What follows belongs to an exercise in optimizing a design on an open flow for small area, a short achievable clock period and few clock cycles per item; a production flow would make more cautious choices.
RTL that was checked went through simulation tests only; none was proved equivalent to the original.
Function not checked in runs 1 and 4 to 6: the RTL went through the layout flow alone.
Power figures rest on the tool's default switching activity, not on a simulated workload.

**flow/flow/run.sh**
```bash
#!/bin/bash
set -euo pipefail
bash standard.sh SETUP_SLACK_MARGIN=7 TNS_END_PERCENT=0 MATCH_CELL_FOOTPRINT=0 finish > standard_flow.log 2>&1
```
**flow/standard.sh**
```bash
#!/bin/bash
# synth_recipe.tcl (not shown) runs the flow's synth.tcl, then flattens the netlist and writes it again
# the make line also repeats each setting of config.mk as NAME=value (left out here)
make -C /OpenROAD-flow-scripts/flow DESIGN_CONFIG=/design/flow/config.mk WORK_HOME=/design/flow/orfs CLKGATE_MAP_FILE= SYNTH_SCRIPT=/design/flow/synth_recipe.tcl "${@:-finish}"
```
**flow/config.mk**
```make
export PLATFORM = sky130hd
export DESIGN_NAME = snn_layer
export DESIGN_NICKNAME = snn_layer
export VERILOG_FILES = /design/flow/design.v
export SDC_FILE = /design/flow/constraint.sdc
export NUM_CORES = 4
export LEC_CHECK = 0
export CAP_MARGIN = 20
export CORE_MARGIN = 2
export CORE_UTILIZATION = 50
export CTS_BUF_LIST = sky130_fd_sc_hd__clkbuf_8
export PLACE_DENSITY = 0.65
export SLEW_MARGIN = 20
```
**flow/constraint.sdc**
```tcl
create_clock -name core_clock -period 10.0 [get_ports {clock}]
set_input_delay 2.0000 -clock core_clock [delete_from_list [all_inputs] [get_ports {clock}]]
set_output_delay 2.0000 -clock core_clock [all_outputs]
set_load 0.01 [all_outputs]
```
**flow/design.v**
```verilog
package snn_pkg;
  localparam int SNN_N_NEURONS  = 16;
  localparam int SNN_N_INPUTS   = 16;
  localparam int SNN_W_WIDTH    = 8;
  localparam int SNN_POT_WIDTH  = 16;
  localparam int SNN_LEAK_SHIFT = 3;
endpackage
module snn_weight_ram #(
  parameter int N_ROWS = 16,
  parameter int N_COLS = 16,
  parameter int ADDR_W = 8,
  parameter int DATA_W = 8
) (
  input  logic                         clock,
  input  logic                         wr_en,
  input  logic [ADDR_W-1:0]            wr_addr,
  input  logic [DATA_W-1:0]            wr_data,
  input  logic [N_ROWS-1:0]            rd_sel,
  output logic [N_COLS*DATA_W-1:0]     rd_row,
  output logic [$clog2(N_ROWS)-1:0]    base,
  output logic                         wr_pend,
  output logic                         wr_pend_next
);
  localparam int RW = $clog2(N_ROWS);
  localparam int CW = $clog2(N_COLS);
  localparam int RB = N_COLS * DATA_W;
  logic [RW-1:0]     base_q;
  logic              wb_v_q;
  logic [ADDR_W-1:0] wb_a_q;
  logic [DATA_W-1:0] wb_d_q;
  logic [RB-1:0]     pos_q [N_ROWS];
  logic              land_s;
  logic [RB-1:0]     wrap_s;
  assign land_s = wb_v_q && (wb_a_q[ADDR_W-1 -: RW] == base_q);
  always_comb begin
    wrap_s = pos_q[0];
    for (int c = 0; c < N_COLS; c++) begin
      if (land_s && (wb_a_q[CW-1:0] == CW'(c))) begin
        wrap_s[c*DATA_W +: DATA_W] = wb_d_q;
      end
    end
  end
  always_ff @(posedge clock) begin
    base_q <= base_q + RW'(1);
    wb_v_q <= wr_en || (wb_v_q && !land_s);
    if (wr_en) begin
      wb_a_q <= wr_addr;
      wb_d_q <= wr_data;
    end
    for (int p = 0; p < N_ROWS - 1; p++) begin
      pos_q[p] <= pos_q[p+1];
    end
    pos_q[N_ROWS-1] <= wrap_s;
  end
  always_comb begin
    rd_row = '0;
    for (int p = 0; p < N_ROWS; p++) begin
      rd_row = rd_row | ({RB{rd_sel[p]}} & pos_q[p]);
    end
  end
  assign base         = base_q;
  assign wr_pend      = wb_v_q;
  assign wr_pend_next = wr_en || (wb_v_q && !land_s);
endmodule
module snn_layer #(
  parameter int N_NEURONS  = snn_pkg::SNN_N_NEURONS,
  parameter int N_INPUTS   = snn_pkg::SNN_N_INPUTS,
  parameter int W_WIDTH    = snn_pkg::SNN_W_WIDTH,
  parameter int POT_WIDTH  = snn_pkg::SNN_POT_WIDTH,
  parameter int LEAK_SHIFT = snn_pkg::SNN_LEAK_SHIFT
) (
  input  logic                                   clock,
  input  logic                                   reset_n,
  input  logic                                   in_valid,
  output logic                                   in_ready,
  input  logic [$clog2(N_INPUTS)-1:0]            in_addr,
  input  logic                                   wr_en,
  input  logic [$clog2(N_INPUTS*N_NEURONS)-1:0]  wr_addr,
  input  logic [W_WIDTH-1:0]                     wr_data,
  input  logic [POT_WIDTH-1:0]                   threshold,
  input  logic                                   leak_tick,
  output logic                                   out_valid,
  input  logic                                   out_ready,
  output logic [$clog2(N_NEURONS)-1:0]           out_addr,
  output logic                                   busy
);
  localparam int AW_N  = $clog2(N_NEURONS);
  localparam int AW_IN = $clog2(N_INPUTS);
  localparam int AW_WR = $clog2(N_INPUTS*N_NEURONS);
  localparam int P     = POT_WIDTH;
  localparam int W     = W_WIDTH;
  localparam int S     = LEAK_SHIFT;
  localparam int QD    = 6;                   
  localparam int CW    = $clog2(QD + 4);      
  localparam logic [P-1:0] SAT_MIN = {1'b1, {(P-1){1'b0}}};
  function automatic logic [AW_N-1:0] lowest_set(input logic [N_NEURONS-1:0] v);
    lowest_set = '0;
    for (int i = N_NEURONS - 1; i >= 0; i--) begin
      if (v[i]) begin
        lowest_set = AW_N'(i);
      end
    end
  endfunction
  logic                   in_ready_q, out_valid_q, busy_q;
  logic [AW_N-1:0]        out_addr_q;
  logic [N_INPUTS-1:0]    s0_sel_q;
  logic                   s0_v_q, s0_lk_q;
  logic [P-1:0]           thr_q;                  
  logic [N_NEURONS*W-1:0] r_w_q;
  logic                   r_v_q, r_lk_q;
  logic                   lp_q;                 
  logic [P-1:0]           pr_q [N_NEURONS];       
  logic [N_NEURONS-1:0]   fm_q;                   
  logic [N_NEURONS-1:0]   zl_q;                   
  logic                   fm_v_q;
  logic [N_NEURONS-1:0]   q_q [QD];
  logic [QD-1:0]          wp_q, rp_q;           
  logic [CW-1:0]          qn_q;                 
  logic [N_NEURONS-1:0]   rest_q;               
  logic                   acc_s, hold_s, lk_in_s;
  logic [AW_IN-1:0]       base_s, pos_in_s;
  logic                   wr_pend_s, wr_pend_d;
  logic [N_INPUTS-1:0]    sel_in_s;
  logic [N_INPUTS-1:0]    s0_sel_d;
  logic                   s0_v_d, s0_lk_d;
  assign lk_in_s = leak_tick;
  assign acc_s  = in_valid && in_ready_q;
  assign hold_s = s0_v_q && wr_pend_s;
  assign pos_in_s = in_addr - base_s - AW_IN'(1);
  always_comb begin
    sel_in_s = '0;
    sel_in_s[pos_in_s] = acc_s;
  end
  assign s0_sel_d = hold_s ? {s0_sel_q[0], s0_sel_q[N_INPUTS-1:1]} : sel_in_s;
  assign s0_v_d   = hold_s ? 1'b1     : acc_s;
  assign s0_lk_d  = hold_s ? s0_lk_q  : lk_in_s;
  logic [N_INPUTS-1:0]    rd_sel_s;
  logic [N_NEURONS*W-1:0] row_s;
  logic                   r_v_d, r_lk_d;
  assign rd_sel_s = s0_sel_q & {N_INPUTS{!wr_pend_s}};
  assign r_v_d    = s0_v_q && !wr_pend_s;
  assign r_lk_d   = s0_lk_q && !hold_s;
  snn_weight_ram #(
    .N_ROWS (N_INPUTS),
    .N_COLS (N_NEURONS),
    .ADDR_W (AW_WR),
    .DATA_W (W)
  ) u_ram (
    .clock        (clock),
    .wr_en        (wr_en),
    .wr_addr      (wr_addr),
    .wr_data      (wr_data),
    .rd_sel       (rd_sel_s),
    .rd_row       (row_s),
    .base         (base_s),
    .wr_pend      (wr_pend_s),
    .wr_pend_next (wr_pend_d)
  );
  logic                   thr_min_s;
  logic [N_NEURONS-1:0]   fire_s;
  logic [P-1:0]           pr_d [N_NEURONS];
  logic [N_NEURONS-1:0]   zl_d;
  assign thr_min_s = (thr_q == ~SAT_MIN);
  for (genvar k = 0; k < N_NEURONS; k++) begin : g_n
    logic [W-1:0] w_s;
    logic [P-1:0] pot_s;    
    logic [P+1:0] a_s;      
    logic [P+1:0] x_s;      
    logic [P+1:0] wx_s;     
    logic [P+1:0] t_s;      
    logic [P+1:0] s1_s, c1_s;
    logic [P:0]   u_s;      
    logic [P+1:0] d_s;      
    logic         ovn_s;
    assign w_s   = r_w_q[k*W +: W];
    assign pot_s = {pr_q[k][P-1] && !fm_q[k], pr_q[k][P-2:0] & {(P-1){!zl_q[k]}}};
    assign a_s   = {{2{pot_s[P-1]}}, pot_s};
    assign x_s   = {(P+2){lp_q}} & ~{{(S+2){pot_s[P-1]}}, pot_s[P-1:S]};
    assign wx_s  = {{(P+2-W){w_s[W-1]}}, w_s};
    assign t_s   = {{2{thr_q[P-1]}}, thr_q};
    assign s1_s  = a_s ^ x_s ^ wx_s;
    assign c1_s  = {((a_s & x_s) | (a_s & wx_s) | (x_s & wx_s)), lp_q};
    assign u_s   = s1_s[P:0] + c1_s[P:0];
    assign ovn_s = !lp_q && w_s[W-1] && (pot_s[P-1:W-1] == {1'b1, {(P-W){1'b0}}}) && u_s[W-1];
    assign d_s   = s1_s + c1_s + t_s + (P+2)'(1);
    assign fire_s[k] = r_v_q && (!d_s[P+1] || thr_min_s);
    assign pr_d[k]   = {u_s[P-1] || ovn_s, u_s[P-2:0]};
    assign zl_d[k]   = fire_s[k] || ovn_s;
  end
  logic                 q_ne_s, fm_ne_s, push_s, avail_s;
  logic [N_NEURONS-1:0] q_head_s, src_s, src_rest_s, rest_rest_s, rest_d;
  logic [AW_N-1:0]      src_idx_s, rest_idx_s, out_addr_d;
  logic                 out_valid_d, pop_s, fm_v_d;
  logic [QD-1:0]        wp_d, rp_d;
  logic [CW-1:0]        qn_d, m_s, k_s;
  logic                 busy_d, in_ready_d;
  logic                 free0_s, free1_s;
  logic [N_NEURONS-1:0] rest_c [2];
  logic [AW_N-1:0]      oa_c   [2];
  logic                 ov_c   [2];
  logic                 pop_c  [2];
  logic                 ir_c   [2][2];
  function automatic logic [N_NEURONS-1:0] clear_lowest(input logic [N_NEURONS-1:0] v);
    logic below;
    below = 1'b0;
    for (int i = 0; i < N_NEURONS; i++) begin
      clear_lowest[i] = v[i] && below;
      below = below || v[i];
    end
  endfunction
  assign q_ne_s  = (qn_q != '0);
  assign fm_ne_s = fm_v_q && (fm_q != '0);
  assign avail_s = q_ne_s || fm_ne_s;
  always_comb begin
    q_head_s = '0;
    for (int i = 0; i < QD; i++) begin
      q_head_s = q_head_s | (q_q[i] & {N_NEURONS{rp_q[i]}});
    end
  end
  assign src_s       = q_ne_s ? q_head_s : fm_q;
  assign src_idx_s   = lowest_set(src_s);
  assign src_rest_s  = clear_lowest(src_s);
  assign rest_idx_s  = lowest_set(rest_q);
  assign rest_rest_s = clear_lowest(rest_q);
  assign free0_s = !out_valid_q;
  assign free1_s = !out_valid_q || (rest_q == '0);
  always_comb begin
    rest_c[0] = free0_s ? src_rest_s : rest_q;
    oa_c[0]   = free0_s ? src_idx_s  : out_addr_q;
    ov_c[0]   = free0_s ? avail_s    : 1'b1;
    pop_c[0]  = free0_s && avail_s;
    rest_c[1] = free1_s ? src_rest_s : rest_rest_s;
    oa_c[1]   = free1_s ? src_idx_s  : rest_idx_s;
    ov_c[1]   = free1_s ? avail_s    : 1'b1;
    pop_c[1]  = free1_s && avail_s;
  end
  assign rest_d      = out_ready ? rest_c[1] : rest_c[0];
  assign out_addr_d  = out_ready ? oa_c[1]   : oa_c[0];
  assign out_valid_d = out_ready ? ov_c[1]   : ov_c[0];
  assign pop_s       = out_ready ? pop_c[1]  : pop_c[0];
  assign push_s = fm_ne_s;
  assign wp_d   = push_s ? {wp_q[QD-2:0], wp_q[QD-1]} : wp_q;
  assign rp_d   = pop_s  ? {rp_q[QD-2:0], rp_q[QD-1]} : rp_q;
  assign m_s    = qn_q + CW'(push_s);
  assign qn_d   = m_s - CW'(pop_s);
  assign fm_v_d = r_v_q;
  assign k_s = m_s + CW'(r_v_d) + CW'(r_v_q);
  assign ir_c[0][0] = (k_s < CW'(QD));
  assign ir_c[0][1] = (k_s < CW'(QD + 1));
  assign ir_c[1][0] = (k_s < CW'(QD - 1));
  assign ir_c[1][1] = (k_s < CW'(QD));
  assign in_ready_d = ir_c[s0_v_d][pop_s] && !wr_pend_d;
  assign busy_d     = wr_pend_d || s0_v_d || r_v_d || fm_v_d || out_valid_d
                   || (pop_s ? (m_s > CW'(1)) : (m_s != '0));
  always_ff @(posedge clock or negedge reset_n) begin
    if (!reset_n) begin
      in_ready_q  <= 1'b1;
      out_valid_q <= 1'b0;
      out_addr_q  <= '0;
      s0_sel_q    <= '0;
      s0_v_q      <= 1'b0;
      s0_lk_q     <= 1'b0;
      r_w_q       <= '0;
      r_v_q       <= 1'b0;
      r_lk_q      <= 1'b0;
      lp_q        <= 1'b0;
      fm_v_q      <= 1'b0;
      fm_q        <= '0;
      zl_q        <= '0;
      wp_q        <= QD'(1);
      rp_q        <= QD'(1);
      qn_q        <= '0;
      rest_q      <= '0;
      for (int i = 0; i < N_NEURONS; i++) begin
        pr_q[i] <= '0;
      end
    end else begin
      in_ready_q  <= in_ready_d;
      out_valid_q <= out_valid_d;
      out_addr_q  <= out_addr_d;
      s0_sel_q    <= s0_sel_d;
      s0_v_q      <= s0_v_d;
      s0_lk_q     <= s0_lk_d;
      r_w_q       <= row_s;
      r_v_q       <= r_v_d;
      r_lk_q      <= r_lk_d;
      lp_q        <= r_lk_q;
      fm_v_q      <= fm_v_d;
      fm_q        <= fire_s;
      zl_q        <= zl_d;
      wp_q        <= wp_d;
      rp_q        <= rp_d;
      qn_q        <= qn_d;
      rest_q      <= rest_d;
      for (int i = 0; i < N_NEURONS; i++) begin
        pr_q[i] <= pr_d[i];
      end
    end
  end
  always_ff @(posedge clock) begin
    busy_q <= busy_d;
    thr_q <= ~threshold;
    for (int i = 0; i < QD; i++) begin
      if (push_s && wp_q[i]) begin
        q_q[i] <= fm_q;
      end
    end
  end
  assign in_ready  = in_ready_q;
  assign out_valid = out_valid_q;
  assign out_addr  = out_addr_q;
  assign busy      = busy_q;
endmodule
```
==> impl_metrics.tcl, run 1 <==
set metrics [dict create \
    status "complete, no violations" \
    syn_area_um2 104100 \
    drt-total-wl_um 283600 \
    path_clk_slew_ps 60 \
    synthFlopType "dfxtp_1" \
    nNetsFinal 9849 \
    overflow 0 \
    cts_buffer_depth 4 \
    maxCapViolCount 0 \
    grt_max_degree 155 \
    gp_congestion 0.8818 \
    vias 68360 \
    worstHoldPathCells 0 \
    p_per_area_nw_per_um2 306.9 \
    cts_made_buffers 413 \
    dpl.hpwl_um 170200 \
    std_cell_rows 167 \
    die_h_um 460.4 \
    drt_iter0_markers 5957 \
    post_synth.cell_area_avg_um2 12.24 \
    drtPass1Iterations 5 \
    synthArstFlopShare 0.1788 \
    synth-seq-cells 2657 \
    die_x_um 460.4 \
    clockRootBuffer "clkbuf_8" \
    hold_end "u_ram.pos_q[10][111]" \
    drc_errors 0 \
    cts_sinks 2657 \
    finalSetupTns_ps 0 \
    slew_headroom 0.2334 \
    viasPerCell 5.752 \
    endpoint_kind "flip-flop" \
    clock.fmax_ghz 0.2536 \
    ys_types 82 \
    grt_pass1_vias 70900 \
    synth_fp_nets 9584 \
    cts_hold_buf 0 \
    critPathLaunchType "flip-flop" \
    synthToLayoutAreaGrowth_pct 12.38 \
    r2r_cells 12 \
    core_area_um2 207100 \
    worst_path_max_delay_cell "fa_1" \
    initial_core_util 0.5029 \
    required_ps 10860 \
    min_path_type "flip-flop to flip-flop" \
    synth_cells 8504 \
    antenna_left 0 \
    rr_endpoint "pr_q[12][15]" \
    pin_count 49 \
    final_cell_mix "dfxtp_1 (2061), inv_1 (779), a22o_1 (525)" \
    slowest_delay_ps 480 \
    nFillCells 17040 \
    maxSlewViolCount 0 \
    ir_drop_uv 181.3 \
    clock_latency_ps 1090 \
    r2r_setup_slack_ps 6060 \
    tightest_slew_ps 1147 \
    period_needed_ps 3944 \
    multi_input_area_um2 44290 \
    path_cells "buf_12 -> clkbuf_16 -> nor2b_1 -> fa_1 -> ha_1 -> o211ai_1 -> a2111o_1 -> a31oi_1 -> and2_1 -> nand4_1 -> nand3_1 -> or3b_2" \
    setup_viol 0 \
    min_from "u_ram.pos_q[11][111]" \
    numPortBuffers 48 \
    cp.arrival_ps 4810 \
    final_common_cell "dfxtp_1" \
    final_layout_size_suffix_gt1_frac 0.1115 \
    wl_per_cell_um 23.86 \
    fin_crit_sh 0.3944 \
    synth-seq-area-share 0.5444 \
    leakagePower_uw 0.05070 \
    critical_path_class "flip-flop to flip-flop" \
    regArea_um2 56730 \
    yosys_warnings 11 \
    synth_edf_count 112 \
    crit_buf_inv 2 \
    final_hold_viol_count 0 \
    crit_family "simple AND/OR/NAND/NOR gates" \
    antenna_found_initial 44 \
    r2r-start "lp_q" \
    cts_tree "done" \
    rsz0062_at_grt "true" \
    grt_pass1_wl_um 432900 \
    cp_max_fo 20 \
    die-area_um2 211900 \
    fin_worst_skew_ps 100.4 \
    fin_util 0.5651 \
    grt_usage 0.2674 \
    htreeDepth 5 \
]
[registers in the layout, indices dropped and copies added (netlist names), 6 cells and up]
signal	cells
thr_q	16
s0_sel_q	16
u_ram.wb_a_q	8
wp_q	6
u_ram.wb_d_q	8
q_q	96
u_ram.pos_q	2048
r_w_q	128
pr_q	256
zl_q	16
rest_q	15
rp_q	6
fm_q	16
[metal layers]
layer  track usage  vias to the layer above  routed length, µm
met5             0                        -                 23
met4       0.08821                        4               9115
met3       0.04210                      511              19150
met2        0.4218                     2387             128200
met1        0.3764                    34530             127100
li1              -                    30930                  -
[kinds of logic after synthesis]
group / count (synthesis) / synth area share
compound gates: 1828 / 0.1366
xor+xnor: 262 / 0.02204
fa+ha+maj: 1038 / 0.1618
buf+inv: 951 / 0.03463
flops: 2657 / 0.5444
mux: 151 / 0.01622
simple gates: 1617 / 0.08433
[synth_stat cells (all sizes together), types with 85 or more instances]
| cell type | instances | share of area |
|---|---|---|
| nor2b | 447 | 0.027 |
| xnor2 | 176 | 0.015 |
| nand2b | 102 | 0.0061 |
| a221oi | 517 | 0.043 |
| o21ai | 165 | 0.0081 |
| xor2 | 86 | 0.0072 |
| mux2 | 142 | 0.015 |
| dfrtp | 472 | 0.11 |
| inv | 638 | 0.023 |
| ha | 524 | 0.063 |
| a21o | 85 | 0.0061 |
| clkbuf | 272 | 0.0098 |
| nor2 | 287 | 0.011 |
| fa | 514 | 0.099 |
| nand2 | 204 | 0.0074 |
| edfxtp | 112 | 0.032 |
| nand3 | 85 | 0.0041 |
| a22o | 525 | 0.044 |
| nor3 | 134 | 0.0067 |
| a21oi | 203 | 0.0098 |
| nand4 | 164 | 0.0099 |
| dfxtp | 2070 | 0.40 |
[power breakdown]
group / switching, µW / internal [µW]
logic: 8530 / 6600
registers: 211 / 11400
clock network: 4200 / 4920
[per-stage QoR]
| step | cell area [µm²] | worst slack, ps | instances | total power (µW) | hold slack [ps] |
|---|---|---|---|---|---|
| 5_1_grt | 117000 | 5902 | 11880 | 38730 | 292.4 |
| 2_1_floorplan | 104300 | 6002 | 8504 | 23130 | 330.8 |
| 3_3_place_gp | 107900 | 5483 | 11110 | 25830 | 331.7 |
| 6_report | 117000 | 6056 | 11890 | 35910 | 302.6 |
| 3_5_place_dp | 107900 | 5435 | 11110 | 26230 | 335.9 |
| 4_1_cts | 116800 | 6078 | 11880 | 35890 | 282.2 |
[worst max-delay path by stage]
stage | from | endpoint | slack [ps] | depth (start not counted)
floorplan | lp_q | zl_q[15] | 6000 | 20
global placement | lp_q | pr_q[6][14] | 5480 | 14
detailed placement | lp_q | pr_q[9][14] | 5440 | 14
CTS | lp_q | zl_q[3] | 6080 | 17
global route | lp_q | pr_q[13][14] | 5900 | 15
finish | lp_q | pr_q[12][15] | 6060 | 12
[worst reg2reg max path, cell delays in order, from the launching register on]
cell and delay, ps:
dfrtp_4 440, buf_12 190, clkbuf_16 300, nor2b_1 230, fa_1 480, ha_1 390, o211ai_1 190, a2111o_1 440
a31oi_1 210, and2_1 210, nand4_1 140, nand3_1 90, or3b_2 440
[repair_timing]
action | in CTS | in global routing
setup buffers | 18 | 3
gates cloned | 10 | 1
resized for setup | 53 | 56
pin swaps | 20 | 10
endpoints found under the setup margin | 461 | 447
[layout make-up]
type	count	share of cell area
Multi-Input combinational cell	4896	0.3785
Inverter	639	0.02050
Antenna cell	5	0.0001069
Clock buffer	506	0.05951
Clock inverter	232	0.01183
Timing Repair Buffer	162	0.01502
Tap cell	2788	0.02981
Sequential cell	2657	0.4848
==> run 2, diff against run 1 <==
--- a/flow/design.v
+++ b/flow/design.v
@@ -184,3 +184,3 @@
     assign ovn_s = !lp_q && w_s[W-1] && (pot_s[P-1:W-1] == {1'b1, {(P-W){1'b0}}}) && u_s[W-1];
-    assign d_s   = s1_s + c1_s + t_s + (P+2)'(1);
+    assign d_s   = a_s + wx_s + t_s + (P+2)'(1) + x_s + (P+2)'(lp_q);
     assign fire_s[k] = r_v_q && (!d_s[P+1] || thr_min_s);
==> impl_metrics.tcl, run 2 <==
set metrics [dict create \
    slowest_delay_ps 500 \
    drc_errors 0 \
    crit_family "simple AND/OR/NAND/NOR gates" \
    worst_path_max_delay_cell "dfrtp_4" \
    grt_pass1_vias 72960 \
    die-area_um2 218100 \
    critical_path_class "flip-flop to flip-flop" \
    design_area_um2 121800 \
    top_regs "u_ram.pos_q x2048, pr_q x256, r_w_q x128" \
    die_x_um 467.1 \
    synth_edf_count 112 \
    path_cells "buf_12 -> clkinv_16 -> clkbuf_16 -> nor2_1 -> fa_1 -> ha_1 -> or2_2 -> or3_4 -> a31o_2 -> o41ai_4 -> nor4bb_1 -> a211o_1" \
    clock.fmax_ghz 0.2691 \
    synth-seq-area-share 0.5288 \
    synthToLayoutAreaGrowth_pct 13.62 \
    p_per_area_nw_per_um2 301.2 \
    placed_area_um2 111200 \
    overflow 0 \
    min_path_type "flip-flop to flip-flop" \
    setup_viol 0 \
    largest_register "u_ram.pos_q" \
    synth_cells 8334 \
    core_area_um2 212700 \
    vias 69350 \
    drt-total-wl_um 291100 \
    path_clk_slew_ps 70 \
    initial_core_util 0.5040 \
    synth-seq-cells 2657 \
    cp_max_fo 24 \
    synth_top_cell_area_share 0.3865 \
    post_synth.cell_area_avg_um2 12.86 \
    finalSetupTns_ps 0 \
    viasPerCell 5.879 \
    synth_top_cell_by_area "dfxtp_1" \
    nNetsFinal 9980 \
    period_needed_ps 3717 \
    final_layout_size_suffix_gt1_frac 0.1416 \
    dpl.hpwl_um 176000 \
    fin_cells 11800 \
    leakagePower_uw 0.05207 \
    finalPower_uw 36690 \
    cts_made_buffers 417 \
    grt_pass1_wl_um 442500 \
    grt_usage 0.2642 \
    worstHoldPathCells 0 \
    maxSlewViolCount 0 \
    synthFlopType "dfxtp_1" \
    fin_crit_sh 0.3717 \
    clock_latency_ps 1110 \
    std_cell_rows 169 \
    yosys_warnings 11 \
    largest_register_ffs 2048 \
    htreeDepth 5 \
    final_cell_mix "dfxtp_1 (2054), fa_1 (758), a22o_1 (526)" \
    clockRootBuffer "clkbuf_8" \
    ir_drop_uv 187.7 \
    ys_types 83 \
    placedCellCount 10990 \
    drtPass1Iterations 8 \
    status "complete, no violations" \
    final_hold_viol_count 0 \
    endpoint_kind "flip-flop" \
    yosysMostFrequentCell "dfxtp_1" \
    cts_sinks 2657 \
    wl_per_cell_um 24.68 \
    synthTopCellsByArea "dfxtp_1 (39%), fa_1 (14%), dfrtp_1 (11%), ha_1 (5.9%), a22o_1 (4.3%)" \
    drt_iter0_markers 5083 \
    antenna_found_initial 29 \
    path_depth 12 \
    cts_buffer_depth 4 \
    syn_area_um2 107200 \
    rsz0062_at_grt "true" \
    die_h_um 467.1 \
    cp.arrival_ps 4610 \
    required_ps 10900 \
    fin_worst_skew_ps 116.0 \
    cts_tree "done" \
    pin_count 49 \
    slew_headroom 0.2636 \
    synth_fp_nets 9655 \
    cts_hold_buf 0 \
    maxCapViolCount 0 \
    critPathLaunchType "flip-flop" \
    numPortBuffers 48 \
    final_common_cell "dfxtp_1" \
    crit_buf_inv 3 \
    antenna_left 0 \
    tightest_slew_ps 1101 \
    gp_congestion 0.8639 \
    synthArstFlopShare 0.1788 \
    synth_common_cells "dfxtp_1 (2070), fa_1 (770), a22o_1 (526)" \
    r2r_cells 12 \
    grt_max_degree 132 \
]
## run 2: cell types whose count changed after synthesis, moves of 24 or more
cell	previous run	this run
nor2_1	279	453
inv_1	638	283
nor2b_1	447	277
fa_1	514	770
xnor2_1	176	222
xor2_1	86	38
o21bai_1	38	14
a21oi_1	203	177
nor3_1	130	95
## run 2: per-stage QoR
step                setup slack [ps]  hold WS, ps    util
floorplan                       6338        330.8       -
global placement                5126        331.2  0.5228
detailed placement              5007        335.6  0.5228
CTS                             6183        289.3  0.5659
global route                    6145        291.4  0.5726
finish                          6283        287.3  0.5726
## run 2: power by group
group	internal (µW)	total [µW]	switching, µW	leakage [µW]
Sequential	11400	11700	225	0.0239
Clock	5040	9270	4230	0.00485
Combinational	6990	15800	8770	0.0234
## run 2: layout make-up
| cell class | instances | area [µm²] |
|---|---|---|
| fill | 17270 | 90910 |
| sequential | 2657 | 56750 |
| multi-input combinational | 5084 | 49720 |
| clock buffer | 522 | 7184 |
| tap | 2821 | 3530 |
| timing repair buffer | 214 | 2220 |
| clock inverter | 210 | 1274 |
| inverter | 283 | 1092 |
| timing repair inverter | 2 | 27.53 |
| antenna | 4 | 10.01 |
## run 2: worst paths after layout
kind | end | start | slack, ps
max | pr_q[2][14] | lp_q | 6280
min | u_ram.pos_q[9][61] | u_ram.pos_q[10][61] | 290
max reg2reg | pr_q[2][14] | lp_q | 6280
min reg2reg | u_ram.pos_q[9][61] | u_ram.pos_q[10][61] | 290
max in group asynchronous | zl_q[9] | reset_n | 6900
min in group asynchronous | out_addr_q[2] | reset_n | 910
## run 2: worst register-to-register path, stage by stage, from the launching register on
cell,delay [ps]
dfrtp_4,500
buf_12,150
clkinv_16,130
clkbuf_16,350
nor2_1,260
fa_1,480
ha_1,260
or2_2,300
or3_4,340
a31o_2,240
o41ai_4,240
nor4bb_1,90
a211o_1,230
## run 2: timing repair
item | CTS | global route
pin swaps | 14 | 63
resized for setup | 110 | 281
buffers inserted | 25 | 36
gates cloned | 5 | 7
endpoints found under the setup margin | 484 | 504
## run 2: cells by family (layout without fill, tap and decap cells)
family,after synthesis,in the layout,share of synthesized area
flops,2657,2657,0.5288
compound gates,1849,1849,0.1353
simple gates,1544,1545,0.07466
fa+ha+maj,1279,1279,0.2032
buf+inv,594,1231,0.02109
xor+xnor,260,260,0.02124
mux,151,151,0.01574
other cells,0,4,0
## run 2: routing by layer
metal | track usage | vias to the layer above | wire (µm)
met4 | 0.08118 | 6 | 8336
li1 | - | 30920 | -
met3 | 0.04813 | 510 | 19260
met5 | 0 | - | 41
met2 | 0.4186 | 2324 | 133300
met1 | 0.3696 | 35590 | 130200
Testbench counts of run 2, summed over its fixed seeds: cycles 2,116, events 1,920.
==> run 3, diff against run 2 <==
==> flow/flow/run.sh (replaced) <==
#!/bin/bash
set -euo pipefail
bash standard.sh SETUP_SLACK_MARGIN=7.5 TNS_END_PERCENT=0 MATCH_CELL_FOOTPRINT=0 finish > standard_flow.log 2>&1
==> impl_metrics.tcl, run 3 <==
set metrics [dict create \
    final_hold_viol_count 0 \
    grt_pass1_vias 72960 \
    muxShareOfSynthArea 0.01574 \
    maxSlewViolCount 0 \
    synthFlopType "dfxtp_1" \
    fin_util 0.5726 \
    die_x_um 467.1 \
    critical_path_class "flip-flop to flip-flop" \
    r2r-start "lp_q" \
    min_path_type "flip-flop to flip-flop" \
    gp_congestion 0.8639 \
    die_h_um 467.1 \
    worstHoldPathCells 0 \
    drc_errors 0 \
    slowest_delay_ps 500 \
    endpoint_kind "flip-flop" \
    r2r_setup_slack_ps 6280 \
    synth_edf_count 112 \
    std_cell_rows 169 \
    viasPerCell 5.879 \
    grt_pass1_wl_um 442500 \
    drt-total-wl_um 291100 \
    synth_fa_ha_area_frac 0.2032 \
    post_synth.cell_area_avg_um2 12.86 \
    finalPower_uw 36690 \
    vias 69350 \
    clock_latency_ps 1110 \
    synthTopCellsByArea "dfxtp_1 (39%), fa_1 (14%), dfrtp_1 (11%), ha_1 (5.9%), a22o_1 (4.3%)" \
    core_area_um2 212700 \
    cp.arrival_ps 4610 \
    synth_compound_area_frac 0.1353 \
    synth_top_cell_by_area "dfxtp_1" \
    wl_per_cell_um 24.68 \
    p_per_area_nw_per_um2 301.2 \
    finalSetupTns_ps 0 \
    clockRootBuffer "clkbuf_8" \
    die-area_um2 218100 \
    cp_max_fo 24 \
    htreeDepth 5 \
    synth_top_cell_area_share 0.3865 \
    synthArstFlopShare 0.1788 \
    ir_drop_uv 187.7 \
    ys_types 83 \
    regArea_um2 56750 \
    setup_viol 0 \
    hold_end "u_ram.pos_q[9][61]" \
    synth-simple-area-share 0.07466 \
    critPathLaunchType "flip-flop" \
    largest_register_ffs 2048 \
    pin_count 49 \
    synth-seq-cells 2657 \
    min_from "u_ram.pos_q[10][61]" \
    cts_made_buffers 417 \
    synth_fp_nets 9655 \
    synth_top_family_by_area "adder cells" \
    numPortBuffers 48 \
    yosysMostFrequentCell "dfxtp_1" \
    overflow 0 \
    synthToLayoutAreaGrowth_pct 13.62 \
    drtPass1Iterations 8 \
    required_ps 10900 \
    clock.fmax_ghz 0.2691 \
    rr_endpoint "pr_q[2][14]" \
    r2r_cells 12 \
    final_layout_size_suffix_gt1_frac 0.1416 \
    synth-seq-area-share 0.5288 \
    cts_hold_buf 0 \
    antenna_found_initial 29 \
    final_common_cell "dfxtp_1" \
    worst_path_max_delay_cell "dfrtp_4" \
    syn_area_um2 107200 \
    yosys_warnings 11 \
    period_needed_ps 3717 \
    cts_tree "done" \
    nFillCells 17270 \
    leakagePower_uw 0.05207 \
    final_cell_mix "dfxtp_1 (2054), fa_1 (758), a22o_1 (526)" \
    synth_xor_area_frac 0.02124 \
    initial_core_util 0.5040 \
    antenna_left 0 \
    synth_common_cells "dfxtp_1 (2070), fa_1 (770), a22o_1 (526)" \
    maxCapViolCount 0 \
    slew_headroom 0.2636 \
    largest_register "u_ram.pos_q" \
    synth_cells 8334 \
    cts_sinks 2657 \
    path_cells "buf_12 -> clkinv_16 -> clkbuf_16 -> nor2_1 -> fa_1 -> ha_1 -> or2_2 -> or3_4 -> a31o_2 -> o41ai_4 -> nor4bb_1 -> a211o_1" \
    fin_worst_skew_ps 116.0 \
    status "complete, no violations" \
    dpl.hpwl_um 176000 \
    path_clk_slew_ps 70 \
    drt_iter0_markers 5083 \
    grt_usage 0.2642 \
    fin_crit_sh 0.3717 \
    multi_input_area_um2 49720 \
    grt_max_degree 132 \
    cts_buffer_depth 4 \
    rsz0062_at_grt "true" \
    nNetsFinal 9980 \
    tightest_slew_ps 1101 \
    top_regs "u_ram.pos_q x2048, pr_q x256, r_w_q x128" \
]
-- run 3: cell counts after synthesis --
No cell type changed its count.
-- run 3: where the power goes --
group / switching (µW) / total (µW) / internal [µW] / leakage (µW)
registers: 225 / 11700 / 11400 / 0.0239
logic: 8770 / 15800 / 6990 / 0.0234
clock network: 4230 / 9270 / 5040 / 0.00485
-- run 3: cell type report --
type,count,share of cell area
multi-input cells,5084,0.4082
well taps,2821,0.02898
clock inverters,210,0.01046
repair inverters,2,0.0002260
clock buffers,522,0.05898
flip-flops and latches,2657,0.4659
inverters,283,0.008967
diodes,4,0.00008217
repair buffers,214,0.01822
-- run 3: layer usage --
metal  up-vias  wire [µm]  GRT usage
met5         -         41          0
met4         6       8336    0.08118
met3       510      19260    0.04813
met2      2324     133300     0.4186
met1     35590     130200     0.3696
li1      30920          -          -
-- run 3: worst max path at each step --
stage	startpoint	endpoint	slack (ps)	cells after the start
finish	lp_q	pr_q[2][14]	6280	12
detailed placement	lp_q	pr_q[11][15]	5010	13
CTS	in_ready_q	in_ready	6180	1
global route	lp_q	pr_q[11][15]	6140	14
global placement	lp_q	pr_q[14][15]	5130	13
floorplan	lp_q	zl_q[8]	6340	15
-- run 3: logic make-up after synthesis --
family	count (synthesis)
AOI/OAI and AO/OA	1849
xor gates and xnor gates	260
adders and majority gates	1279
buffers and inverters	594
DFF	2657
muxes	151
and+or+nand+nor	1544
-- run 3: stage by stage --
stage / hold WS, ps / area, µm² / worst slack [ps] / cells
after floorplan: 330.8 / 107500 / 6338 / 8334
after global placement: 331.2 / 111200 / 5126 / 10990
after detailed placement: 335.6 / 111200 / 5007 / 10990
after CTS: 289.3 / 120400 / 6183 / 11750
after global routing: 291.4 / 121800 / 6145 / 11790
final: 287.3 / 121800 / 6283 / 11800
-- run 3: what timing repair did --
item | 4_1_cts | 5_1_grt
cloned | 5 | 7
setup buffers | 25 | 36
endpoints found under the setup margin | 869 | 911
resized for setup | 110 | 281
pin swaps | 14 | 63
-- run 3: critical path: cells and delay by family, from the launching register on --
family / cells / cell delay, ps
flops: 1 / 500
simple gates: 4 / 990
compound gates: 3 / 700
buf+inv: 3 / 570
fa+ha+maj: 2 / 740
==> run 4, diff against run 3 <==
--- a/flow/design.v
+++ b/flow/design.v
@@ -267,4 +267,4 @@
       fm_v_q      <= 1'b0;
-      fm_q        <= '0;
-      zl_q        <= '0;
+      fm_q        <= '1;
+      zl_q        <= '1;
       wp_q        <= QD'(1);
@@ -273,5 +273,2 @@
       rest_q      <= '0;
-      for (int i = 0; i < N_NEURONS; i++) begin
-        pr_q[i] <= '0;
-      end
     end else begin
@@ -294,5 +291,2 @@
       rest_q      <= rest_d;
-      for (int i = 0; i < N_NEURONS; i++) begin
-        pr_q[i] <= pr_d[i];
-      end
     end
@@ -301,2 +295,5 @@
     busy_q <= busy_d;
+    for (int i = 0; i < N_NEURONS; i++) begin
+      pr_q[i] <= pr_d[i];
+    end
     thr_q <= ~threshold;
==> flow/flow/run.sh (replaced) <==
#!/bin/bash
set -euo pipefail
bash standard.sh SETUP_SLACK_MARGIN=7 TNS_END_PERCENT=0 MATCH_CELL_FOOTPRINT=0 finish > standard_flow.log 2>&1
==> impl_metrics.tcl, run 4 <==
set metrics [dict create \
    cts_tree "done" \
    synth_xor_area_frac 0.02123 \
    drt_iter0_markers 5105 \
    required_ps 10980 \
    die_h_um 464.5 \
    synth_top_cell_by_area "dfxtp_1" \
    synth_common_cells "dfxtp_1 (2326), fa_1 (770), a22o_1 (526)" \
    switching_share 0.3564 \
    std_cell_rows 169 \
    synth_fa_ha_area_frac 0.2054 \
    largest_register "u_ram.pos_q" \
    gp_congestion 0.8698 \
    synth-seq-area-share 0.5229 \
    cts_hold_buf 0 \
    synth_fp_nets 9693 \
    netSwitchingPower_uw 12620 \
    final_cell_mix "dfxtp_1 (2310), fa_1 (766), a22o_1 (526)" \
    synth_top_family_by_area "adder cells" \
    synthFlopType "dfxtp_1" \
    synthToLayoutAreaGrowth_pct 13.17 \
    nNetsFinal 10010 \
    synthArstFlopShare 0.08242 \
    die_x_um 464.5 \
    vias 68970 \
    whs_ps 285.3 \
    final_common_cell "dfxtp_1" \
    drc_errors 0 \
    final_layout_size_suffix_gt1_frac 0.1318 \
    multi_input_area_um2 49410 \
    fin_crit_sh 0.3798 \
    synth-simple-area-share 0.07791 \
    slew_headroom 0.2097 \
    drt-total-wl_um 285900 \
    grt_usage 0.2599 \
    wl_per_cell_um 24.17 \
    grt_pass1_vias 71680 \
    period_needed_ps 3798 \
    rsz0062_at_grt "true" \
    clock_latency_ps 1120 \
    internal_power_uw 22790 \
    fin_cells 11830 \
    core_area_um2 211500 \
    pwr-share-comb 0.417 \
    drtPass1Iterations 6 \
    cp_max_fo 6 \
    status "complete, no violations" \
    min_path_type "flip-flop to flip-flop" \
    antenna_found_initial 23 \
    clockRootBuffer "clkbuf_8" \
    muxShareOfSynthArea 0.01545 \
    maxSlewViolCount 0 \
    worst_path_max_delay_cell "dfrtp_4" \
    p_per_area_nw_per_um2 295.0 \
    syn_area_um2 106000 \
    path_clk_slew_ps 70 \
    placedCellCount 11030 \
    htreeDepth 5 \
    dpl.hpwl_um 176800 \
    slowest_delay_ps 540 \
    post_synth.cell_area_avg_um2 12.67 \
    overflow 0 \
    synth_compound_area_frac 0.1355 \
    setup_ws_ps 6202 \
    critical_path_class "flip-flop to flip-flop" \
    p_clk_frac 0.253 \
    nFillCells 17250 \
    synth_edf_count 112 \
    dp_slack_ps 4707 \
    grt_max_degree 112 \
    antenna_left 0 \
    yosysMostFrequentCell "dfxtp_1" \
    pin_count 49 \
    cts_made_buffers 417 \
    tightest_slew_ps 1181 \
    leakagePower_uw 0.05078 \
    cts_sinks 2657 \
    top_regs "u_ram.pos_q x2048, pr_q x256, r_w_q x128" \
    clock.fmax_ghz 0.2633 \
    cp.arrival_ps 4780 \
    maxCapViolCount 0 \
    synth_top_cell_area_share 0.4391 \
    largest_register_ffs 2048 \
    numPortBuffers 48 \
    synth-seq-cells 2657 \
    regArea_um2 55540 \
    yosys_warnings 11 \
    viasPerCell 5.830 \
    setup_viol 0 \
    cts_buffer_depth 4 \
    endpoint_kind "flip-flop" \
    ir_drop_uv 166.3 \
    seqPwrFrac 0.329 \
    critPathLaunchType "flip-flop" \
    synthTopCellsByArea "dfxtp_1 (44%), fa_1 (15%), ha_1 (6.0%), a22o_1 (4.3%), dfrtp_1 (4.3%)" \
    die-area_um2 215800 \
    grt_pass1_wl_um 432900 \
    synth_cells 8372 \
    final_hold_viol_count 0 \
    ys_types 85 \
    fin_worst_skew_ps 113.5 \
    initial_core_util 0.5015 \
    finalSetupTns_ps 0 \
    path_cells "buf_12 -> buf_4 -> nand2b_1 -> inv_1 -> fa_1 -> ha_1 -> inv_1 -> fa_1 -> nor2b_1 -> o21ai_1 -> a21boi_1 -> o41ai_2 -> o2111ai_2 -> a31o_2 -> a21oi_1 -> xnor2_1" \
]
-- run 4: worst paths after layout --
| check | cells after the start | endpoint | slack (ps) | startpoint |
|---|---|---|---|---|
| worst min register to register | 0 | u_ram.pos_q[11][13] | 290 | u_ram.pos_q[12][13] |
| worst max register to register | 16 | pr_q[10][14] | 6200 | lp_q |
| max in group asynchronous | 2 | r_w_q[43] | 7830 | reset_n |
| min in group asynchronous | 1 | rest_q[3] | 890 | reset_n |
| worst max-delay path | 16 | pr_q[10][14] | 6200 | lp_q |
| worst min-delay path | 0 | u_ram.pos_q[11][13] | 290 | u_ram.pos_q[12][13] |
-- run 4: critical path, delay by kind of cell, from the launching register on --
kind / cells / cell delay (ps)
adder cells (fa/ha/maj): 3 / 890
AND/OR/NAND/NOR: 2 / 180
XOR/XNOR: 1 / 140
buffers and inverters: 4 / 500
AO/OA/AOI/OAI: 6 / 1490
flip-flops: 1 / 540
-- run 4: routing by layer --
metal | wire length (µm) | global-route usage
met1 | 128400 | 0.3643
met2 | 130400 | 0.4127
met3 | 18770 | 0.04529
met4 | 8266 | 0.07773
met5 | 51 | 0
-- run 4: logic make-up after synthesis --
kind of cell,after synthesis
flip-flops,2657
AO/OA/AOI/OAI,1821
AND/OR/NAND/NOR,1607
adder cells (fa/ha/maj),1279
buffers and inverters,605
XOR/XNOR,257
multiplexers,146
-- run 4: timing repair --
| action | CTS | global route |
|---|---|---|
| gates cloned | 3 | 6 |
| setup endpoints to repair | 390 | 384 |
| pin swaps | 16 | 40 |
| resized for setup | 100 | 212 |
| buffers inserted | 22 | 34 |
-- run 4: metrics by stage --
step | power [µW] | utilization | cell area [µm²]
2_1_floorplan | 22490 | - | 106100
3_3_place_gp | 25300 | 0.5198 | 109900
3_5_place_dp | 25620 | 0.5198 | 109900
4_1_cts | 35000 | 0.5619 | 118800
5_1_grt | 38150 | 0.5675 | 120000
6_report | 35400 | 0.5675 | 120000
-- run 4: power by group through the flow --
| stage | Combinational, µW | Sequential (µW) | Clock [µW] |
|---|---|---|---|
| 2_1_floorplan | 10700 | 11800 | 0 |
| 3_3_place_gp | 13400 | 11900 | 0 |
| 3_5_place_dp | 13700 | 11900 | 0 |
| 4_1_cts | 14200 | 11700 | 9130 |
| 5_1_grt | 16800 | 11700 | 9620 |
| 6_report | 14800 | 11700 | 8970 |
-- run 4: cell type report --
class                           count  area share
Sequential cell                  2657      0.4628
Tap cell                         2821     0.02941
Timing Repair inverter              3   0.0003232
Clock inverter                    214    0.008977
Antenna cell                        2  0.00004170
Timing Repair Buffer              209     0.01743
Inverter                          294    0.009509
Multi-Input combinational cell   5110      0.4118
Clock buffer                      521     0.05975
==> run 5, diff against run 4 <==
--- a/flow/design.v
+++ b/flow/design.v
@@ -120,3 +120,3 @@
   logic                   acc_s, hold_s, lk_in_s;
-  logic [AW_IN-1:0]       base_s, pos_in_s;
+  logic [AW_IN-1:0]       base_s;
   logic                   wr_pend_s, wr_pend_d;
@@ -128,6 +128,6 @@
   assign hold_s = s0_v_q && wr_pend_s;
-  assign pos_in_s = in_addr - base_s - AW_IN'(1);
   always_comb begin
-    sel_in_s = '0;
-    sel_in_s[pos_in_s] = acc_s;
+    for (int p = 0; p < N_INPUTS; p++) begin
+      sel_in_s[p] = acc_s && (in_addr == AW_IN'(base_s + AW_IN'(p + 1)));
+    end
   end
@@ -251,5 +251,10 @@
   assign ir_c[1][1] = (k_s < CW'(QD));
-  assign in_ready_d = ir_c[s0_v_d][pop_s] && !wr_pend_d;
-  assign busy_d     = wr_pend_d || s0_v_d || r_v_d || fm_v_d || out_valid_d
-                   || (pop_s ? (m_s > CW'(1)) : (m_s != '0));
+  logic bq_c [2];
+  logic ir_o [2];
+  assign bq_c[0] = ov_c[0] || (pop_c[0] ? (m_s > CW'(1)) : (m_s != '0));
+  assign bq_c[1] = ov_c[1] || (pop_c[1] ? (m_s > CW'(1)) : (m_s != '0));
+  assign ir_o[0] = s0_v_d ? ir_c[1][pop_c[0]] : ir_c[0][pop_c[0]];
+  assign ir_o[1] = s0_v_d ? ir_c[1][pop_c[1]] : ir_c[0][pop_c[1]];
+  assign in_ready_d = (out_ready ? ir_o[1] : ir_o[0]) && !wr_pend_d;
+  assign busy_d     = wr_pend_d || s0_v_d || r_v_d || fm_v_d || (out_ready ? bq_c[1] : bq_c[0]);
   always_ff @(posedge clock or negedge reset_n) begin
@@ -267,4 +272,4 @@
       fm_v_q      <= 1'b0;
-      fm_q        <= '1;
-      zl_q        <= '1;
+      fm_q        <= '0;
+      zl_q        <= '0;
       wp_q        <= QD'(1);
@@ -273,2 +278,5 @@
       rest_q      <= '0;
+      for (int i = 0; i < N_NEURONS; i++) begin
+        pr_q[i] <= '0;
+      end
     end else begin
@@ -291,2 +299,5 @@
       rest_q      <= rest_d;
+      for (int i = 0; i < N_NEURONS; i++) begin
+        pr_q[i] <= pr_d[i];
+      end
     end
@@ -295,5 +306,2 @@
     busy_q <= busy_d;
-    for (int i = 0; i < N_NEURONS; i++) begin
-      pr_q[i] <= pr_d[i];
-    end
     thr_q <= ~threshold;
==> impl_metrics.tcl, run 5 <==
set metrics [dict create \
    drtPass1Iterations 6 \
    synth_cells 8383 \
    crit_family "buffers and inverters" \
    endpoint_kind "flip-flop" \
    placedCellCount 11060 \
    fin_crit_sh 0.3914 \
    post_synth.cell_area_avg_um2 12.80 \
    grt_pass1_wl_um 440700 \
    antenna_left 0 \
    pin_count 49 \
    numPortBuffers 48 \
    path_cells "buf_4 -> nor2b_4 -> buf_4 -> buf_4 -> a22o_1 -> a221oi_1 -> nand4_1" \
    clockRootBuffer "clkbuf_8" \
    synth-seq-cells 2657 \
    synth_fp_nets 9703 \
    cts_made_buffers 417 \
    drt-total-wl_um 290800 \
    fin_util 0.5657 \
    synth_edf_count 112 \
    synthFlopType "dfxtp_1" \
    die-area_um2 218300 \
    synthArstFlopShare 0.1788 \
    largest_register "u_ram.pos_q" \
    cts_sinks 2657 \
    ir_drop_uv 177.2 \
    grt_pass1_vias 72400 \
    setup_viol 0 \
    yosysMostFrequentCell "dfxtp_1" \
    maxSlewViolCount 0 \
    r2r_cells 7 \
    overflow 0 \
    cts_tree "done" \
    final_layout_size_suffix_gt1_frac 0.1248 \
    wl_per_cell_um 24.50 \
    clock_latency_ps 1110 \
    antenna_found_initial 20 \
    die_h_um 467.3 \
    min_path_type "flip-flop to flip-flop" \
    cts_buffer_depth 4 \
    final_hold_viol_count 0 \
    core_area_um2 214000 \
    leakagePower_uw 0.05152 \
    worstHoldPathCells 0 \
    vias 69150 \
    synth_common_cells "dfxtp_1 (2070), fa_1 (769), a22o_1 (527)" \
    syn_area_um2 107300 \
    p_per_area_nw_per_um2 291.5 \
    ys_types 78 \
    worst_path_max_delay_cell "buf_4" \
    clock.fmax_ghz 0.2555 \
    path_clk_slew_ps 60 \
    synthTopCellsByArea "dfxtp_1 (39%), fa_1 (14%), dfrtp_1 (11%), ha_1 (5.9%), a22o_1 (4.3%)" \
    crit_top_cell "buf_4" \
    htreeDepth 5 \
    synth_top_cell_by_area "dfxtp_1" \
    slowest_delay_ps 820 \
    critPathLaunchType "flip-flop" \
    slew_headroom 0.2623 \
    yosys_warnings 13 \
    status "complete, no violations" \
    gp_congestion 0.8720 \
    fin_cells 11870 \
    top_regs "u_ram.pos_q x2048, pr_q x256, r_w_q x128" \
    cts_hold_buf 0 \
    period_needed_ps 3914 \
    path_depth 7 \
    finalSetupTns_ps 0 \
    dpl.hpwl_um 179800 \
    critical_path_class "flip-flop to flip-flop" \
    grt_max_degree 150 \
    cp_max_fo 49 \
    synth_top_cell_area_share 0.3862 \
    final_cell_mix "dfxtp_1 (2053), fa_1 (768), a22o_1 (527)" \
    die_x_um 467.3 \
    initial_core_util 0.5015 \
    synthToLayoutAreaGrowth_pct 12.81 \
    std_cell_rows 170 \
    viasPerCell 5.827 \
    drt_iter0_markers 5282 \
    nFillCells 17480 \
    synth-seq-area-share 0.5283 \
    rsz0062_at_grt "true" \
    drc_errors 0 \
    crit_buf_inv 3 \
    maxCapViolCount 0 \
    required_ps 10870 \
    largest_register_ffs 2048 \
    tightest_slew_ps 1102 \
    grt_usage 0.2637 \
    fin_worst_skew_ps 83.39 \
    nNetsFinal 10020 \
    cp.arrival_ps 4790 \
    final_common_cell "dfxtp_1" \
]
run 5: cell types whose count changed after synthesis, sizes merged, moves of 14 or more:
cell    delta
xnor2     +14
dfxtp    -256
clkbuf    -16
o21ai     +21
and3      -19
nor3      -18
dfrtp    +288
dfstp     -32
buf       +16
run 5: worst paths after layout:
check | start | endpoint | slack (ps)
setup / recovery | u_ram.wb_v_q | r_w_q[42] | 6090
hold / removal | u_ram.pos_q[3][101] | u_ram.pos_q[2][101] | 290
setup reg to reg | u_ram.wb_v_q | r_w_q[42] | 6090
hold reg to reg | u_ram.pos_q[3][101] | u_ram.pos_q[2][101] | 290
max in group asynchronous | reset_n | r_w_q[47] | 7590
min in group asynchronous | reset_n | rest_q[5] | 880
run 5: worst reg2reg max path: stages (launching register included):
cell and delay [ps]:
dfxtp_2 410, buf_4 340, nor2b_4 530, buf_4 820, buf_4 890, a22o_1 270, a221oi_1 50, nand4_1 420
run 5: stage by stage:
stage	hold WS, ps	setup slack [ps]	total power (µW)	area (µm²)
3_5_place_dp	335.5	5103	25510	111200
4_1_cts	288.5	6093	35060	120200
5_1_grt	293.4	5925	37970	121000
2_1_floorplan	330.8	6137	22330	107400
3_3_place_gp	332.8	5118	25120	111200
6_report	289.5	6086	35290	121100
run 5: area by class of cell:
type	instances	area, µm²	share of cell area
sequential	2657	56740	0.4687
multi-input combinational	5121	49080	0.4054
clock buffer	521	7171	0.05923
tap	2838	3551	0.02933
timing repair buffer	200	2016	0.01665
clock inverter	218	1280	0.01057
inverter	296	1145	0.009457
antenna	14	35.03	0.0002894
timing repair inverter	3	33.78	0.0002791
run 5: what timing repair did:
action,4_1_cts,5_1_grt
endpoints found under the setup margin,389,370
resized for setup,92,130
gates cloned,5,3
pin swaps,2,24
setup buffers,18,30
endpoints found under the hold margin,0,0
run 5: kinds of logic after synthesis:
family	Yosys count	share of synthesized area
and+or+nand+nor	1568	0.07488
DFF	2657	0.5283
muxes	153	0.01592
buffers and inverters	607	0.02145
adders and majority gates	1278	0.2028
xor gates and xnor gates	267	0.02179
AOI/OAI and AO/OA	1853	0.1348
run 5: routing by layer:
| layer | up-vias | routed length, µm | track usage |
|---|---|---|---|
| li1 | 31050 | - | - |
| met1 | 35270 | 127900 | 0.3643 |
| met2 | 2353 | 133400 | 0.4198 |
| met3 | 467 | 20980 | 0.05236 |
| met4 | 4 | 8460 | 0.08109 |
| met5 | - | 21 | 0 |
run 5: where the power goes:
part / switching, µW / total (µW) / leakage [µW] / internal, µW
clock network: 4220 / 9230 / 0.00488 / 5010
registers: 225 / 11700 / 0.0235 / 11400
logic: 8100 / 14400 / 0.0232 / 6300
total: 12500 / 35300 / 0.0515 / 22700
==> run 6, diff against run 5 <==
--- a/flow/design.v
+++ b/flow/design.v
@@ -105,8 +105,10 @@
   logic [AW_N-1:0]        out_addr_q;
-  logic [N_INPUTS-1:0]    s0_sel_q;
+  logic [N_INPUTS-1:0]    s0_pos_q;             
+  logic [N_INPUTS-1:0]    s0_sel_q;             
   logic                   s0_v_q, s0_lk_q;
   logic [P-1:0]           thr_q;                  
+  logic [P-1:0]           thr2_q;                 
   logic [N_NEURONS*W-1:0] r_w_q;
   logic                   r_v_q, r_lk_q;
-  logic                   lp_q;                 
+  logic [N_NEURONS-1:0]   lp_q;                 
   logic [P-1:0]           pr_q [N_NEURONS];       
@@ -123,3 +125,3 @@
   logic [N_INPUTS-1:0]    sel_in_s;
-  logic [N_INPUTS-1:0]    s0_sel_d;
+  logic [N_INPUTS-1:0]    s0_pos_d, s0_sel_d;
   logic                   s0_v_d, s0_lk_d;
@@ -133,3 +135,4 @@
   end
-  assign s0_sel_d = hold_s ? {s0_sel_q[0], s0_sel_q[N_INPUTS-1:1]} : sel_in_s;
+  assign s0_pos_d = hold_s ? {s0_pos_q[0], s0_pos_q[N_INPUTS-1:1]} : sel_in_s;
+  assign s0_sel_d = s0_pos_d & {N_INPUTS{!wr_pend_d}};
   assign s0_v_d   = hold_s ? 1'b1     : acc_s;
@@ -139,3 +142,3 @@
   logic                   r_v_d, r_lk_d;
-  assign rd_sel_s = s0_sel_q & {N_INPUTS{!wr_pend_s}};
+  assign rd_sel_s = s0_sel_q;
   assign r_v_d    = s0_v_q && !wr_pend_s;
@@ -162,2 +165,3 @@
   logic [N_NEURONS-1:0]   zl_d;
+  logic [N_NEURONS-1:0]   lp_d;
   assign thr_min_s = (thr_q == ~SAT_MIN);
@@ -165,2 +169,3 @@
     logic [W-1:0] w_s;
+    logic [P-1:0] thr_k;
     logic [P-1:0] pot_s;    
@@ -177,10 +182,12 @@
     assign a_s   = {{2{pot_s[P-1]}}, pot_s};
-    assign x_s   = {(P+2){lp_q}} & ~{{(S+2){pot_s[P-1]}}, pot_s[P-1:S]};
+    assign x_s   = {(P+2){lp_q[k]}} & ~{{(S+2){pot_s[P-1]}}, pot_s[P-1:S]};
     assign wx_s  = {{(P+2-W){w_s[W-1]}}, w_s};
-    assign t_s   = {{2{thr_q[P-1]}}, thr_q};
+    assign thr_k = (k < N_NEURONS / 2) ? thr_q : thr2_q;
+    assign t_s   = {{2{thr_k[P-1]}}, thr_k};
     assign s1_s  = a_s ^ x_s ^ wx_s;
-    assign c1_s  = {((a_s & x_s) | (a_s & wx_s) | (x_s & wx_s)), lp_q};
+    assign c1_s  = {((a_s & x_s) | (a_s & wx_s) | (x_s & wx_s)), lp_q[k]};
     assign u_s   = s1_s[P:0] + c1_s[P:0];
-    assign ovn_s = !lp_q && w_s[W-1] && (pot_s[P-1:W-1] == {1'b1, {(P-W){1'b0}}}) && u_s[W-1];
-    assign d_s   = a_s + wx_s + t_s + (P+2)'(1) + x_s + (P+2)'(lp_q);
+    assign ovn_s = !lp_q[k] && w_s[W-1] && (pot_s[P-1:W-1] == {1'b1, {(P-W){1'b0}}}) && u_s[W-1];
+    assign d_s   = a_s + wx_s + t_s + (P+2)'(1) + x_s + (P+2)'(lp_q[k]);
+    assign lp_d[k] = r_lk_q && !fire_s[k];
     assign fire_s[k] = r_v_q && (!d_s[P+1] || thr_min_s);
@@ -264,2 +271,3 @@
       out_addr_q  <= '0;
+      s0_pos_q    <= '0;
       s0_sel_q    <= '0;
@@ -270,6 +278,6 @@
       r_lk_q      <= 1'b0;
-      lp_q        <= 1'b0;
+      lp_q        <= '0;
       fm_v_q      <= 1'b0;
-      fm_q        <= '0;
-      zl_q        <= '0;
+      fm_q        <= '1;
+      zl_q        <= '1;
       wp_q        <= QD'(1);
@@ -278,5 +286,2 @@
       rest_q      <= '0;
-      for (int i = 0; i < N_NEURONS; i++) begin
-        pr_q[i] <= '0;
-      end
     end else begin
@@ -285,2 +290,3 @@
       out_addr_q  <= out_addr_d;
+      s0_pos_q    <= s0_pos_d;
       s0_sel_q    <= s0_sel_d;
@@ -291,3 +297,3 @@
       r_lk_q      <= r_lk_d;
-      lp_q        <= r_lk_q;
+      lp_q        <= lp_d;
       fm_v_q      <= fm_v_d;
@@ -299,5 +305,2 @@
       rest_q      <= rest_d;
-      for (int i = 0; i < N_NEURONS; i++) begin
-        pr_q[i] <= pr_d[i];
-      end
     end
@@ -306,3 +309,7 @@
     busy_q <= busy_d;
-    thr_q <= ~threshold;
+    for (int i = 0; i < N_NEURONS; i++) begin
+      pr_q[i] <= pr_d[i];
+    end
+    thr_q  <= ~threshold;
+    thr2_q <= thr_q;
     for (int i = 0; i < QD; i++) begin
==> impl_metrics.tcl, run 6 <==
set metrics [dict create \
    leakagePower_uw 0.05101 \
    drt-total-wl_um 288900 \
    fin_worst_skew_ps 199.6 \
    fin_crit_sh 0.3827 \
    htreeDepth 5 \
    synthTopCellsByArea "dfxtp_1 (44%), fa_1 (14%), ha_1 (6.1%), dfrtp_1 (5.0%), a22o_1 (4.3%)" \
    die_x_um 467.7 \
    synth_top_cell_by_area "dfxtp_1" \
    synth_common_cells "dfxtp_1 (2342), fa_1 (769), a22o_1 (528)" \
    antenna_found_initial 35 \
    top_regs "u_ram.pos_q x2048, pr_q x256, r_w_q x128" \
    tightest_slew_ps 1019 \
    path_clk_slew_ps 70 \
    overflow 0 \
    gp_congestion 0.8868 \
    antenna_left 0 \
    std_cell_rows 170 \
    synth_edf_count 112 \
    status "complete, no violations" \
    synth_fp_nets 9830 \
    die_h_um 467.7 \
    endpoint_kind "primary output" \
    setup_viol 0 \
    drt_iter0_markers 5586 \
    placed_area_um2 111400 \
    critPathLaunchType "flip-flop" \
    final_hold_viol_count 0 \
    synth_cells 8495 \
    syn_area_um2 107500 \
    p_per_area_nw_per_um2 325.6 \
    nNetsFinal 10130 \
    finalSetupTns_ps 0 \
    crit_buf_inv 1 \
    design_area_um2 120800 \
    clock.fmax_ghz 0.2613 \
    min_path_type "flip-flop to flip-flop" \
    drtPass1Iterations 8 \
    rsz0062_at_grt "true" \
    largest_register "u_ram.pos_q" \
    synthFlopType "dfxtp_1" \
    maxCapViolCount 0 \
    drc_errors 0 \
    clockRootBuffer "clkbuf_8" \
    whs_ps 233.9 \
    slowest_delay_ps 560 \
    slew_headroom 0.3206 \
    synth_top_cell_area_share 0.4361 \
    path_cells "buf_6" \
    cts_sinks 2704 \
    ys_types 75 \
    required_ps 8000 \
    synth-seq-area-share 0.5259 \
    post_synth.cell_area_avg_um2 12.66 \
    cts_tree "done" \
    yosysMostFrequentCell "dfxtp_1" \
    wl_per_cell_um 24.12 \
    grt_pass1_vias 72570 \
    grt_usage 0.2625 \
    clock_latency_ps 1160 \
    vias 69750 \
    cts_made_buffers 426 \
    crit_family "flip-flops" \
    largest_register_ffs 2048 \
    synth-seq-cells 2704 \
    maxSlewViolCount 0 \
    r2r_setup_slack_ps 6190 \
    die-area_um2 218800 \
    period_needed_ps 3827 \
    worst_path_max_delay_cell "dfstp_2" \
    cp.arrival_ps 1830 \
    synthArstFlopShare 0.09246 \
    dpl.hpwl_um 184200 \
    pin_count 49 \
    final_cell_mix "dfxtp_1 (2338), fa_1 (769), clkbuf_8 (531)" \
    initial_core_util 0.5020 \
    final_layout_size_suffix_gt1_frac 0.1181 \
    cts_buffer_depth 4 \
    grt_max_degree 134 \
    cp_max_fo 2 \
    critical_path_class "flip-flop to primary output" \
    ir_drop_uv 240.9 \
    yosys_warnings 13 \
    numPortBuffers 48 \
    viasPerCell 5.823 \
    grt_pass1_wl_um 437500 \
    synthToLayoutAreaGrowth_pct 12.33 \
    final_common_cell "dfxtp_1" \
    core_area_um2 214200 \
]
## run 6: cell count changes in the layout (fill, tap and decap cells not counted), sizes merged, moves of 16 or more
cell / change
dfxtp: +272
xnor2: +21
dfstp: +32
buf: -24
nand2: +41
a211oi: -17
dfrtp: -257
and3: -16
inv: +52
## run 6: path summary, 6_finish.rpt
kind / from / endpoint / depth (start not counted)
worst max-delay path: in_ready_q / in_ready / 1
min in group asynchronous: reset_n / rest_q[8] / 1
worst max register to register: zl_q[4] / lp_q[4] / 12
worst min-delay path: u_ram.pos_q[15][14] / u_ram.pos_q[14][14] / 0
max in group asynchronous: reset_n / r_w_q[47] / 2
worst min register to register: u_ram.pos_q[15][14] / u_ram.pos_q[14][14] / 0
## run 6: timing repair
item	in CTS	in global routing
hold buffers	0	0
setup buffers	2	26
pin swaps	0	12
resized for setup	16	109
endpoints found under the setup margin	381	417
## run 6: cells by family after synthesis
logic type	count (synthesis)	synth area share
compound gates	1848	0.1345
xor+xnor	277	0.02256
fa+ha+maj	1293	0.2042
buf+inv	631	0.02215
flops	2704	0.5259
mux	161	0.01675
simple gates	1581	0.07398
## run 6: final cells by class
type	count	area, µm²
Fill cell	17520	93420
Antenna cell	8	20.02
Multi-Input combinational cell	5160	49010
Inverter	327	1242
Timing Repair Buffer	174	1506
Clock inverter	235	1459
Sequential cell	2704	56680
Clock buffer	531	7308
Tap cell	2838	3551
## run 6: metrics by stage
stage | total power [µW] | utilization | instances | worst slack (ps)
final | 39320 | 0.5639 | 11980 | 6173
after global routing | 42550 | 0.5638 | 11970 | 6057
after CTS | 39210 | 0.5611 | 11940 | 6036
after detailed placement | 29550 | 0.5200 | 11180 | 5702
after global placement | 29050 | 0.5199 | 11170 | 5752
after floorplan | 25790 | - | 8495 | 6563
## run 6: per-layer routing
layer / global-route usage / vias up / wire length [µm]
met5: 0 / - / 29
met2: 0.4079 / 2457 / 131000
li1: - / 31350 / -
met1: 0.3617 / 35420 / 127200
met3: 0.05506 / 515 / 21040
met4: 0.09814 / 4 / 9669
## run 6: power breakdown
| group | switching (µW) | leakage [µW] | internal [µW] |
|---|---|---|---|
| clock network | 4300 | 0.00510 | 5210 |
| logic | 9830 | 0.0228 | 7920 |
| registers | 309 | 0.0231 | 11800 |
| total | 14400 | 0.0510 | 24900 |
## run 6: worst register-to-register path: stages (launching register included)
cell and delay (ps):
dfstp_4 730, nor2b_1 120, fa_1 520, fa_1 430
ha_1 270, and3b_1 170, o21a_1 170, o21a_1 160
o211ai_1 160, a21oi_1 140, a221oi_2 400, mux2_2 380
o211ai_1 90

[separate check: timing with driven ports]
How much do the figures lean on ideal ports? The routed layouts below were timed once more, with nothing changed but the port constraints. Step 1 (the two cells are an assumption about what drives the block):
set clk [get_ports {clock}]
set_driving_cell -lib_cell sky130_fd_sc_hd__clkbuf_16 $clk
set_driving_cell -lib_cell sky130_fd_sc_hd__buf_2 [delete_from_list [all_inputs] $clk]
Step 2 moves the port delays by t, midway between the first and last clock arrival at a register: inputs arrive t later, outputs are due t later. That takes back most of the time a late clock gives input paths. Three values: ideal, step 1, step 2; two values: the first two.
| run | t (ns) | slack for setup (ns) | pins driven straight from the clock port |
|---|---|---|---|
| run 1 | 1.131 | 6.056 / 6.056 / 5.536 | 1 |
| run 2 | 1.139 | 6.283 / 6.222 / 5.542 | 1 |
| run 3 | 1.139 | 6.283 / 6.222 / 5.542 | 1 |
| run 4 | 1.146 | 6.202 / 6.155 / 5.240 | 1 |
| run 5 | 1.136 | 6.086 / 6.086 / 5.265 | 1 |
| run 6 | 1.153 | 6.173 / 6.084 / 5.821 | 1 |
After both steps every run listed still meets setup and hold. The setup slack of run 4, which loses most, moves by -0.047 ns with the drivers and by -0.962 ns with both steps.
